From an optimization exercise on the open Yosys and OpenROAD flow, aimed at small area; shortcuts taken in it are not production practice. In this exercise RTL edits were held to simulation tests only and were not proved equivalent to the original. The clock port is modelled as an ideal driver; clocking choices that lean on that would not hold on a real chip. Power figures rest on the tool's default switching activity, not on a simulated workload.

// cpu_state_core
module cpu_state_core #(
   parameter logic [31:0] RESET_PC   = 32'h0000_0000,
   parameter logic [31:0] IR_RESET   = 32'h0000_0000,
   parameter int          DMEM_DEPTH = 64
) (
   input  logic        clock,
   input  logic        reset,
   input  logic        is_halt,
   input  logic        is_jal,
   input  logic        is_jalr,
   input  logic        branch_taken,
   input  logic [31:0] branch_target,
   input  logic [31:0] jalr_target,
   input  logic [31:0] imm_j,
   output logic [31:0] program_counter_value,
   input  logic [31:0] instruction_in,
   output logic [31:0] instruction_out,
   input  logic        memory_we,
   input  logic [31:0] address,
   input  logic [31:0] write_data,
   output logic [31:0] read_data
);
==> module cpu_state_core, before the edit <==
module cpu_state_core #(
   parameter logic [31:0] RESET_PC   = 32'h0000_0000,
   parameter logic [31:0] IR_RESET   = 32'h0000_0000,
   parameter int          DMEM_DEPTH = 64
) (
   input  logic        clock,
   input  logic        reset,
   input  logic        is_halt,
   input  logic        is_jal,
   input  logic        is_jalr,
   input  logic        branch_taken,
   input  logic [31:0] branch_target,
   input  logic [31:0] jalr_target,
   input  logic [31:0] imm_j,
   output logic [31:0] program_counter_value,
   input  logic [31:0] instruction_in,
   output logic [31:0] instruction_out,
   input  logic        memory_we,
   input  logic [31:0] address,
   input  logic [31:0] write_data,
   output logic [31:0] read_data
);
   localparam int AW = $clog2(DMEM_DEPTH);
   logic [31:0]   r_pc;
   logic [31:0]   r_ir;
   logic [31:0]   w_pc_next;
   logic [AW-1:0] w_index;
   logic          w_unused_addr;
   logic          r_phase;
   logic [31:0]   r_dmem [DMEM_DEPTH];
   logic [31:0]   w_dmem_next [DMEM_DEPTH];
   logic [31:0]   w_col_n;          
   logic [DMEM_DEPTH-1:0] w_wen;    
   logic [DMEM_DEPTH-1:0] w_sel_n;  
   logic [31:0]   w_rd_raw;
   assign w_index       = address[AW+1:2];
   assign w_unused_addr = ^{address[31:AW+2], address[1:0]};
   localparam int PC_SPLIT = 22;
   logic [31:0]        w_pc_addend;
   logic [31:0]        w_pc_sum;
   logic [PC_SPLIT:0]  w_pc_carry;
   logic [31:PC_SPLIT] w_pc_sum0, w_pc_sum1;
   logic [32:PC_SPLIT] w_pc_carry0, w_pc_carry1;
   always_comb begin
      if (is_halt)
         w_pc_addend = 32'd0;
      else if (is_jal)
         w_pc_addend = imm_j;
      else
         w_pc_addend = 32'd4;
   end
   assign w_pc_carry[0] = 1'b0;
   for (genvar k = 0; k < PC_SPLIT; k++) begin : g_pc_add
      cpu_state_core_full_add u_fa (
         .a(r_pc[k]), .b(w_pc_addend[k]), .ci(w_pc_carry[k]),
         .s(w_pc_sum[k]), .co(w_pc_carry[k+1])
      );
   end
   assign w_pc_carry0[PC_SPLIT] = 1'b0;
   assign w_pc_carry1[PC_SPLIT] = 1'b1;
   for (genvar k = PC_SPLIT; k < 32; k++) begin : g_pc_add_hi
      cpu_state_core_full_add u_fa0 (
         .a(r_pc[k]), .b(w_pc_addend[k]), .ci(w_pc_carry0[k]),
         .s(w_pc_sum0[k]), .co(w_pc_carry0[k+1])
      );
      cpu_state_core_full_add u_fa1 (
         .a(r_pc[k]), .b(w_pc_addend[k]), .ci(w_pc_carry1[k]),
         .s(w_pc_sum1[k]), .co(w_pc_carry1[k+1])
      );
   end
   assign w_pc_sum[31:PC_SPLIT] = w_pc_carry[PC_SPLIT] ? w_pc_sum1 : w_pc_sum0;
   logic w_pc_sel_sum, w_pc_sel_jalr, w_pc_sel_branch;
   assign w_pc_sel_sum    = ~reset & (is_halt | is_jal | (~is_jalr & ~branch_taken));
   assign w_pc_sel_jalr   = ~reset & ~is_halt & ~is_jal & is_jalr;
   assign w_pc_sel_branch = ~reset & ~is_halt & ~is_jal & ~is_jalr & branch_taken;
   assign w_pc_next = ({32{w_pc_sel_sum}}    & w_pc_sum) |
                      ({32{w_pc_sel_jalr}}   & {jalr_target[31:1], 1'b0}) |
                      ({32{w_pc_sel_branch}} & branch_target) |
                      ({32{reset}}           & RESET_PC);
   always_ff @(posedge clock) begin
      r_pc <= w_pc_next;
      if (reset)
         r_ir <= IR_RESET;
      else
         r_ir <= instruction_in;
   end
   always_ff @(posedge clock)
      r_phase <= reset | ~r_phase;
   assign w_col_n = ~(write_data ^ {32{r_phase}}) | {32{reset | ~memory_we}};
   always_comb begin
      for (int w = 0; w < DMEM_DEPTH; w++) begin
         w_sel_n[w] = w_index != AW'(w);
         w_wen[w]   = reset | (memory_we & (w_index == AW'(w)));
      end
   end
   for (genvar w = 0; w < DMEM_DEPTH; w++) begin : g_word
      cpu_state_core_word_next u_next (
         .q(r_dmem[w]), .wen(w_wen[w]), .sel_n(w_sel_n[w]), .col_n(w_col_n),
         .d(w_dmem_next[w])
      );
   end
   always_ff @(posedge clock) begin
      for (int w = 0; w < DMEM_DEPTH; w++)
         r_dmem[w] <= w_dmem_next[w];
   end
   for (genvar b = 0; b < 32; b++) begin : g_rd
      logic [DMEM_DEPTH-1:0] w_col;
      for (genvar w = 0; w < DMEM_DEPTH; w++) begin : g_w
         assign w_col[w] = r_dmem[w][b];
      end
      cpu_state_core_read_bit #(.N(DMEM_DEPTH)) u_rd (
         .q(w_col), .sel_n(w_sel_n), .d(w_rd_raw[b])
      );
   end
   assign program_counter_value = r_pc;
   assign instruction_out       = r_ir;
   assign read_data             = ~(w_rd_raw ^ {32{r_phase}});
endmodule
Settings: LEC_CHECK=0, CAP_MARGIN=20, CORE_MARGIN=2, CORE_UTILIZATION=60, CTS_CLUSTER_DIAMETER=90, CTS_CLUSTER_SIZE=28, SLEW_MARGIN=20, SYNTH_HIERARCHICAL=1; clock period 15.0 ns.
standard.sh (not shown) runs the stock make flow with config.mk's settings and CLKGATE_MAP_FILE= SYNTH_SCRIPT=/design/flow/synth_recipe.tcl, a recipe that flattens the netlist after the stock synthesis.
==> flow/flow/run.sh <==
#!/bin/bash
# Layout flow: the standard flow (standard synthesis unchanged), with
# two changes to how the layout is made:
#  - ports are buffered with the smallest buffer, sky130_fd_sc_hd__buf_1;
#  - clock tree synthesis inserts no dummy loads.
# Each step's full output is in orfs/logs/; make's own output is in
# flow_make.log.
set -euo pipefail
export BUFFER_PORTS_ARGS="-buffer_cell sky130_fd_sc_hd__buf_1"
export CTS_ARGS="-sink_clustering_enable -repair_clock_nets -dont_use_dummy_load -sink_clustering_size 28 -sink_clustering_max_diameter 90"
bash standard.sh finish > flow_make.log 2>&1
Next try:
--- a/flow/design.v
+++ b/flow/design.v
@@ -38,12 +38,13 @@
    localparam int PC_SPLIT = 22;
    logic [31:0]        w_pc_addend;
    logic [31:0]        w_pc_sum;
    logic [PC_SPLIT:0]  w_pc_carry;
    logic [31:PC_SPLIT] w_pc_sum0, w_pc_sum1;
    logic [32:PC_SPLIT] w_pc_carry0, w_pc_carry1;
+   logic               w_pc_take_sum;
    always_comb begin
       if (is_halt)
          w_pc_addend = 32'd0;
       else if (is_jal)
          w_pc_addend = imm_j;
       else
@@ -66,26 +67,29 @@
       cpu_state_core_full_add u_fa1 (
          .a(r_pc[k]), .b(w_pc_addend[k]), .ci(w_pc_carry1[k]),
          .s(w_pc_sum1[k]), .co(w_pc_carry1[k+1])
       );
    end
    assign w_pc_sum[31:PC_SPLIT] = w_pc_carry[PC_SPLIT] ? w_pc_sum1 : w_pc_sum0;
-   logic w_pc_sel_sum, w_pc_sel_jalr, w_pc_sel_branch;
-   assign w_pc_sel_sum    = ~reset & (is_halt | is_jal | (~is_jalr & ~branch_taken));
-   assign w_pc_sel_jalr   = ~reset & ~is_halt & ~is_jal & is_jalr;
-   assign w_pc_sel_branch = ~reset & ~is_halt & ~is_jal & ~is_jalr & branch_taken;
-   assign w_pc_next = ({32{w_pc_sel_sum}}    & w_pc_sum) |
-                      ({32{w_pc_sel_jalr}}   & {jalr_target[31:1], 1'b0}) |
-                      ({32{w_pc_sel_branch}} & branch_target) |
-                      ({32{reset}}           & RESET_PC);
+   assign w_pc_take_sum = is_halt | is_jal | (~is_jalr & ~branch_taken);
+   always_comb begin
+      if (w_pc_take_sum)
+         w_pc_next = w_pc_sum;
+      else if (is_jalr)
+         w_pc_next = {jalr_target[31:1], 1'b0};
+      else
+         w_pc_next = branch_target;
+   end
    always_ff @(posedge clock) begin
-      r_pc <= w_pc_next;
-      if (reset)
+      if (reset) begin
+         r_pc <= RESET_PC;
          r_ir <= IR_RESET;
-      else
+      end else begin
+         r_pc <= w_pc_next;
          r_ir <= instruction_in;
+      end
    end
    always_ff @(posedge clock)
       r_phase <= reset | ~r_phase;
    assign w_col_n = ~(write_data ^ {32{r_phase}}) | {32{reset | ~memory_we}};
    always_comb begin
       for (int w = 0; w < DMEM_DEPTH; w++) begin
After rerunning:
- The changed run finished with timing, DRC and antenna clean
- design area hardly moves
- clock skew decreases by 19 ps
- first-iteration DRC count decreases by about 11%
- sequential power is about the same
- count of clock-buffer cells in the layout is unchanged
- final cell count stays flat
- flip-flop and latch count does not change
- setup slack loses 260 ps
- hold slack barely changes
- utilization barely changes
- clock power hardly moves

* * *

Starting RTL as in the previous note.
// cpu_state_core
module cpu_state_core #(
   parameter logic [31:0] RESET_PC   = 32'h0000_0000,
   parameter logic [31:0] IR_RESET   = 32'h0000_0000,
   parameter int          DMEM_DEPTH = 64
) (
   input  logic        clock,
   input  logic        reset,
   input  logic        is_halt,
   input  logic        is_jal,
   input  logic        is_jalr,
   input  logic        branch_taken,
   input  logic [31:0] branch_target,
   input  logic [31:0] jalr_target,
   input  logic [31:0] imm_j,
   output logic [31:0] program_counter_value,
   input  logic [31:0] instruction_in,
   output logic [31:0] instruction_out,
   input  logic        memory_we,
   input  logic [31:0] address,
   input  logic [31:0] write_data,
   output logic [31:0] read_data
);
   localparam int AW = $clog2(DMEM_DEPTH);
   logic [31:0]   r_pc;
   logic [31:0]   r_ir;
   logic [31:0]   w_pc_next;
   logic [AW-1:0] w_index;
   logic          w_unused_addr;
   logic          r_phase;
   logic [31:0]   r_dmem [DMEM_DEPTH];
   logic [31:0]   w_dmem_next [DMEM_DEPTH];
   logic [31:0]   w_col_n;          
   logic [DMEM_DEPTH-1:0] w_wen;    
   logic [DMEM_DEPTH-1:0] w_sel_n;  
   logic [31:0]   w_rd_raw;
   assign w_index       = address[AW+1:2];
   assign w_unused_addr = ^{address[31:AW+2], address[1:0]};
   localparam int PC_SPLIT = 22;
   logic [31:0]        w_pc_addend;
   logic [31:0]        w_pc_sum;
   logic [PC_SPLIT:0]  w_pc_carry;
   logic [31:PC_SPLIT] w_pc_sum0, w_pc_sum1;
   logic [32:PC_SPLIT] w_pc_carry0, w_pc_carry1;
   always_comb begin
      if (is_halt)
         w_pc_addend = 32'd0;
      else if (is_jal)
         w_pc_addend = imm_j;
      else
         w_pc_addend = 32'd4;
   end
   assign w_pc_carry[0] = 1'b0;
   for (genvar k = 0; k < PC_SPLIT; k++) begin : g_pc_add
      cpu_state_core_full_add u_fa (
         .a(r_pc[k]), .b(w_pc_addend[k]), .ci(w_pc_carry[k]),
         .s(w_pc_sum[k]), .co(w_pc_carry[k+1])
      );
   end
   assign w_pc_carry0[PC_SPLIT] = 1'b0;
   assign w_pc_carry1[PC_SPLIT] = 1'b1;
   for (genvar k = PC_SPLIT; k < 32; k++) begin : g_pc_add_hi
      cpu_state_core_full_add u_fa0 (
         .a(r_pc[k]), .b(w_pc_addend[k]), .ci(w_pc_carry0[k]),
  ...
export LEC_CHECK = 0
export CAP_MARGIN = 20
export CORE_MARGIN = 2
export CORE_UTILIZATION = 60
export CTS_CLUSTER_DIAMETER = 100
export CTS_CLUSTER_SIZE = 32
export SLEW_MARGIN = 20
export SYNTH_HIERARCHICAL = 1
create_clock -name core_clock -period 15.0 [get_ports {clock}]
==> flow/flow/run.sh <==
#!/bin/bash
# Layout flow: the standard flow (standard synthesis unchanged), with
# three changes to how the layout is made:
#  - ports are buffered with the smallest buffer, sky130_fd_sc_hd__buf_1;
#  - clock tree synthesis inserts no dummy loads and routes the clock
#    with double width and spacing (non-default rule);
#  - after clock tree synthesis, flow/downsize.tcl gives logic gates and data
#    buffers a smaller drive strength where slew and timing clearly allow.
# Each step's full output is in orfs/logs/; make's own output is in
# flow_make.log.
set -euo pipefail
here=$(pwd)
export BUFFER_PORTS_ARGS="-buffer_cell sky130_fd_sc_hd__buf_1"
export CTS_ARGS="-sink_clustering_enable -repair_clock_nets -dont_use_dummy_load -sink_clustering_size 32 -sink_clustering_max_diameter 100 -apply_ndr full"
export POST_CTS_TCL="$here/flow/downsize.tcl"
bash standard.sh finish > flow_make.log 2>&1
Other scripts of this flow, unchanged in this note and not shown: flow/flow/downsize.tcl
Next try:
--- a/flow/design.v
+++ b/flow/design.v
@@ -42,4 +42,5 @@
    logic [31:PC_SPLIT] w_pc_sum0, w_pc_sum1;
    logic [32:PC_SPLIT] w_pc_carry0, w_pc_carry1;
+   logic               w_pc_take_sum;
    always_comb begin
       if (is_halt)
@@ -70,18 +71,21 @@
    end
    assign w_pc_sum[31:PC_SPLIT] = w_pc_carry[PC_SPLIT] ? w_pc_sum1 : w_pc_sum0;
-   logic w_pc_sel_sum, w_pc_sel_jalr, w_pc_sel_branch;
-   assign w_pc_sel_sum    = ~reset & (is_halt | is_jal | (~is_jalr & ~branch_taken));
-   assign w_pc_sel_jalr   = ~reset & ~is_halt & ~is_jal & is_jalr;
-   assign w_pc_sel_branch = ~reset & ~is_halt & ~is_jal & ~is_jalr & branch_taken;
-   assign w_pc_next = ({32{w_pc_sel_sum}}    & w_pc_sum) |
-                      ({32{w_pc_sel_jalr}}   & {jalr_target[31:1], 1'b0}) |
-                      ({32{w_pc_sel_branch}} & branch_target) |
-                      ({32{reset}}           & RESET_PC);
+   assign w_pc_take_sum = is_halt | is_jal | (~is_jalr & ~branch_taken);
+   always_comb begin
+      if (w_pc_take_sum)
+         w_pc_next = w_pc_sum;
+      else if (is_jalr)
+         w_pc_next = {jalr_target[31:1], 1'b0};
+      else
+         w_pc_next = branch_target;
+   end
    always_ff @(posedge clock) begin
-      r_pc <= w_pc_next;
-      if (reset)
+      if (reset) begin
+         r_pc <= RESET_PC;
          r_ir <= IR_RESET;
-      else
+      end else begin
+         r_pc <= w_pc_next;
          r_ir <= instruction_in;
+      end
    end
    always_ff @(posedge clock)
Outcome:
- setup slack is worse by 0.26 ns
- power is lower by 0.35%
- first-iteration DRC count is lower by about 7.5%
- flip-flop and latch count stays the same
- wire length is lower by about 6%
- count of clock-buffer cells in the layout does not change
- design area hardly moves
- via count is lower by about 1%
- synthesized cell count is higher by about 0.5%
- cell count stays flat
- clock power hardly moves
- sequential share of layout area barely changes
- non-clock buffer count is lower by 10
- utilization barely changes

* * *

Setup of the previous run:
cpu_state_core with an RTL version that a note above also has.
Size in the first run: ~6500 cells after synthesis, ~2100 flip-flops, about 300 I/O pins, ~0.071 mm2 of cells after synthesis.
==> module cpu_state_core, before the edit <==
module cpu_state_core #(
   parameter logic [31:0] RESET_PC   = 32'h0000_0000,
   parameter logic [31:0] IR_RESET   = 32'h0000_0000,
   parameter int          DMEM_DEPTH = 64
) (
   input  logic        clock,
   input  logic        reset,
   input  logic        is_halt,
   input  logic        is_jal,
   input  logic        is_jalr,
   input  logic        branch_taken,
   input  logic [31:0] branch_target,
   input  logic [31:0] jalr_target,
   input  logic [31:0] imm_j,
   output logic [31:0] program_counter_value,
   input  logic [31:0] instruction_in,
   output logic [31:0] instruction_out,
   input  logic        memory_we,
   input  logic [31:0] address,
   input  logic [31:0] write_data,
   output logic [31:0] read_data
);
   localparam int AW = $clog2(DMEM_DEPTH);
   logic [31:0]   r_pc;
   logic [31:0]   r_ir;
   logic [31:0]   w_pc_next;
   logic [AW-1:0] w_index;
   logic          w_unused_addr;
   logic          r_phase;
   logic [31:0]   r_dmem [DMEM_DEPTH];
   logic [31:0]   w_dmem_next [DMEM_DEPTH];
   logic [31:0]   w_col_n;          
   logic [DMEM_DEPTH-1:0] w_wen;    
   logic [DMEM_DEPTH-1:0] w_sel_n;  
   logic [31:0]   w_rd_raw;
   assign w_index       = address[AW+1:2];
   assign w_unused_addr = ^{address[31:AW+2], address[1:0]};
   localparam int PC_SPLIT = 22;
   logic [31:0]        w_pc_addend;
   logic [31:0]        w_pc_sum;
   logic [PC_SPLIT:0]  w_pc_carry;
   logic [31:PC_SPLIT] w_pc_sum0, w_pc_sum1;
   logic [32:PC_SPLIT] w_pc_carry0, w_pc_carry1;
   logic               w_pc_take_sum;
   always_comb begin
      if (is_halt)
         w_pc_addend = 32'd0;
      else if (is_jal)
         w_pc_addend = imm_j;
      else
         w_pc_addend = 32'd4;
   end
   assign w_pc_carry[0] = 1'b0;
   for (genvar k = 0; k < PC_SPLIT; k++) begin : g_pc_add
      cpu_state_core_full_add u_fa (
         .a(r_pc[k]), .b(w_pc_addend[k]), .ci(w_pc_carry[k]),
         .s(w_pc_sum[k]), .co(w_pc_carry[k+1])
      );
   end
   assign w_pc_carry0[PC_SPLIT] = 1'b0;
   assign w_pc_carry1[PC_SPLIT] = 1'b1;
   for (genvar k = PC_SPLIT; k < 32; k++) begin : g_pc_add_hi
      cpu_state_core_full_add u_fa0 (
         .a(r_pc[k]), .b(w_pc_addend[k]), .ci(w_pc_carry0[k]),
         .s(w_pc_sum0[k]), .co(w_pc_carry0[k+1])
      );
      cpu_state_core_full_add u_fa1 (
         .a(r_pc[k]), .b(w_pc_addend[k]), .ci(w_pc_carry1[k]),
         .s(w_pc_sum1[k]), .co(w_pc_carry1[k+1])
      );
   end
   assign w_pc_sum[31:PC_SPLIT] = w_pc_carry[PC_SPLIT] ? w_pc_sum1 : w_pc_sum0;
   assign w_pc_take_sum = is_halt | is_jal | (~is_jalr & ~branch_taken);
   always_comb begin
      if (w_pc_take_sum)
         w_pc_next = w_pc_sum;
      else if (is_jalr)
         w_pc_next = {jalr_target[31:1], 1'b0};
      else
         w_pc_next = branch_target;
   end
   always_ff @(posedge clock) begin
      if (reset) begin
         r_pc <= RESET_PC;
         r_ir <= IR_RESET;
      end else begin
         r_pc <= w_pc_next;
         r_ir <= instruction_in;
      end
   end
   always_ff @(posedge clock)
      r_phase <= reset | ~r_phase;
   assign w_col_n = ~(write_data ^ {32{r_phase}}) | {32{reset | ~memory_we}};
   always_comb begin
      for (int w = 0; w < DMEM_DEPTH; w++) begin
         w_sel_n[w] = w_index != AW'(w);
         w_wen[w]   = reset | (memory_we & (w_index == AW'(w)));
      end
   end
   for (genvar w = 0; w < DMEM_DEPTH; w++) begin : g_word
      cpu_state_core_word_next u_next (
         .q(r_dmem[w]), .wen(w_wen[w]), .sel_n(w_sel_n[w]), .col_n(w_col_n),
         .d(w_dmem_next[w])
      );
   end
   always_ff @(posedge clock) begin
      for (int w = 0; w < DMEM_DEPTH; w++)
         r_dmem[w] <= w_dmem_next[w];
   end
   for (genvar b = 0; b < 32; b++) begin : g_rd
      logic [DMEM_DEPTH-1:0] w_col;
      for (genvar w = 0; w < DMEM_DEPTH; w++) begin : g_w
         assign w_col[w] = r_dmem[w][b];
      end
      cpu_state_core_read_bit #(.N(DMEM_DEPTH)) u_rd (
         .q(w_col), .sel_n(w_sel_n), .d(w_rd_raw[b])
      );
   end
   assign program_counter_value = r_pc;
   assign instruction_out       = r_ir;
   assign read_data             = ~(w_rd_raw ^ {32{r_phase}});
endmodule
==> flow/config.mk <==
export PLATFORM = sky130hd
export DESIGN_NAME = cpu_state_core
export DESIGN_NICKNAME = cpu_state_core
export VERILOG_FILES = /design/flow/design.v
export SDC_FILE = /design/flow/constraint.sdc
export NUM_CORES = 4
export LEC_CHECK = 0
export CAP_MARGIN = 20
export CORE_MARGIN = 2
export CORE_UTILIZATION = 70
export CTS_CLUSTER_DIAMETER = 90
export CTS_CLUSTER_SIZE = 28
export SLEW_MARGIN = 20
export SYNTH_HIERARCHICAL = 1
==> flow/constraint.sdc <==
create_clock -name core_clock -period 15.0 [get_ports {clock}]
set_input_delay 3.0000 -clock core_clock [delete_from_list [all_inputs] [get_ports {clock}]]
set_output_delay 3.0000 -clock core_clock [all_outputs]
set_load 0.01 [all_outputs]
==> flow/flow/run.sh <==
#!/bin/bash
# Layout flow: the standard flow (standard synthesis unchanged), with
# three changes to how the layout is made:
#  - ports are buffered with the smallest buffer, sky130_fd_sc_hd__buf_1;
#  - clock tree synthesis inserts no dummy loads;
#  - after global routing, cells off the critical paths are downsized
#    (ORFS's RECOVER_POWER step, on every path with positive slack).
# Each step's full output is in orfs/logs/; make's own output is in
# flow_make.log.
set -euo pipefail
export BUFFER_PORTS_ARGS="-buffer_cell sky130_fd_sc_hd__buf_1"
export CTS_ARGS="-sink_clustering_enable -repair_clock_nets -dont_use_dummy_load -sink_clustering_size 28 -sink_clustering_max_diameter 90"
export RECOVER_POWER=100
bash standard.sh finish > flow_make.log 2>&1
The previous run: complete, dirty (max-capacitance violations, max-slew violations)
Input changes introduced in the current run (baseline for comparison: the previous run):
--- a/flow/design.v
+++ b/flow/design.v
@@ -88,18 +88,15 @@
          r_ir <= instruction_in;
       end
    end
    always_ff @(posedge clock)
       r_phase <= reset | ~r_phase;
    assign w_col_n = ~(write_data ^ {32{r_phase}}) | {32{reset | ~memory_we}};
-   always_comb begin
-      for (int w = 0; w < DMEM_DEPTH; w++) begin
-         w_sel_n[w] = w_index != AW'(w);
-         w_wen[w]   = reset | (memory_we & (w_index == AW'(w)));
-      end
-   end
+   cpu_state_core_word_decode #(.AW(AW), .N(DMEM_DEPTH)) u_decode (
+      .index(w_index), .we(memory_we), .clear(reset), .sel_n(w_sel_n), .wen(w_wen)
+   );
    for (genvar w = 0; w < DMEM_DEPTH; w++) begin : g_word
       cpu_state_core_word_next u_next (
          .q(r_dmem[w]), .wen(w_wen[w]), .sel_n(w_sel_n[w]), .col_n(w_col_n),
          .d(w_dmem_next[w])
       );
    end
@@ -161,6 +158,35 @@
    input  logic ci,
    output logic s,
    output logic co
 );
    assign {co, s} = {1'b0, a} + {1'b0, b} + {1'b0, ci};
 endmodule
+module cpu_state_core_word_decode #(
+   parameter int AW = 6,
+   parameter int N  = 64
+) (
+   input  logic [AW-1:0] index,
+   input  logic          we,
+   input  logic          clear,
+   output logic [N-1:0]  sel_n,
+   output logic [N-1:0]  wen
+);
+   localparam int LW = AW / 2;
+   localparam int HW = AW - LW;
+   logic [(1<<LW)-1:0] w_lo, w_lo_wen;
+   logic [(1<<HW)-1:0] w_hi, w_hi_wen;
+   always_comb begin
+      for (int i = 0; i < (1 << LW); i++) begin
+         w_lo[i]     = index[LW-1:0] == LW'(i);
+         w_lo_wen[i] = w_lo[i] | clear;
+      end
+      for (int i = 0; i < (1 << HW); i++) begin
+         w_hi[i]     = index[AW-1:LW] == HW'(i);
+         w_hi_wen[i] = (w_hi[i] & we) | clear;
+      end
+      for (int w = 0; w < N; w++) begin
+         sel_n[w] = ~(w_hi[w >> LW] & w_lo[w & ((1 << LW) - 1)]);
+         wen[w]   = w_hi_wen[w >> LW] & w_lo_wen[w & ((1 << LW) - 1)];
+      end
+   end
+endmodule
### Flow results
The higher minimum clock period came out of the previous run.
Between the previous run and the current run, the synthesized-area fraction occupied by ao, oa, aoi and oai cells does not differ in any meaningful way.
The previous run -> the current run: final standard cell area without fillers flat
The previous run has a lower combinational share of power than the current run.
NOTE overall power of the completed layout the previous run->the current run increased by a few percent
Finished, but not clean: the current run, with max-capacitance violations, max-slew violations.

==> port drivers added, routing unchanged <==
How much do the figures lean on ideal ports? The routed layouts below were timed once more, with nothing changed but the port constraints.
Step 1 (the two cells are an assumption about what drives the block):
set clk [get_ports {clock}]
set_driving_cell -lib_cell sky130_fd_sc_hd__clkbuf_16 $clk
set_driving_cell -lib_cell sky130_fd_sc_hd__buf_2 [delete_from_list [all_inputs] $clk]
Step 2 adds t to the input delays and takes it off the output delays; t is the mean of the earliest and latest rising clock arrival at the registers after step 1. Input paths then give back, and output paths get back, about the clock's delay inside the block.
Slacks: no drivers / after step 1 / after step 2; pairs: no drivers / after step 1.
run	t, ns	slack for setup (ns)	latest minus earliest clock arrival (ns)
the first run of note 1	0.779	2.697 / 2.756 / 1.977	0.059 / 0.058
the second run of note 1	0.783	2.436 / 2.489 / 1.706	0.048 / 0.048
the first run of note 2	0.770	2.703 / 2.764 / 1.994	0.058 / 0.058
the second run of note 2	0.776	2.446 / 2.504 / 1.728	0.063 / 0.063
the previous run	0.772	2.308 / 2.370 / 1.598	0.047 / 0.047
the current run	0.770	2.394 / 2.446 / 1.677	0.065 / 0.065
The setup slack of the second run of note 1, which loses most, moves by +0.053 ns with the drivers and by -0.730 ns with both steps.
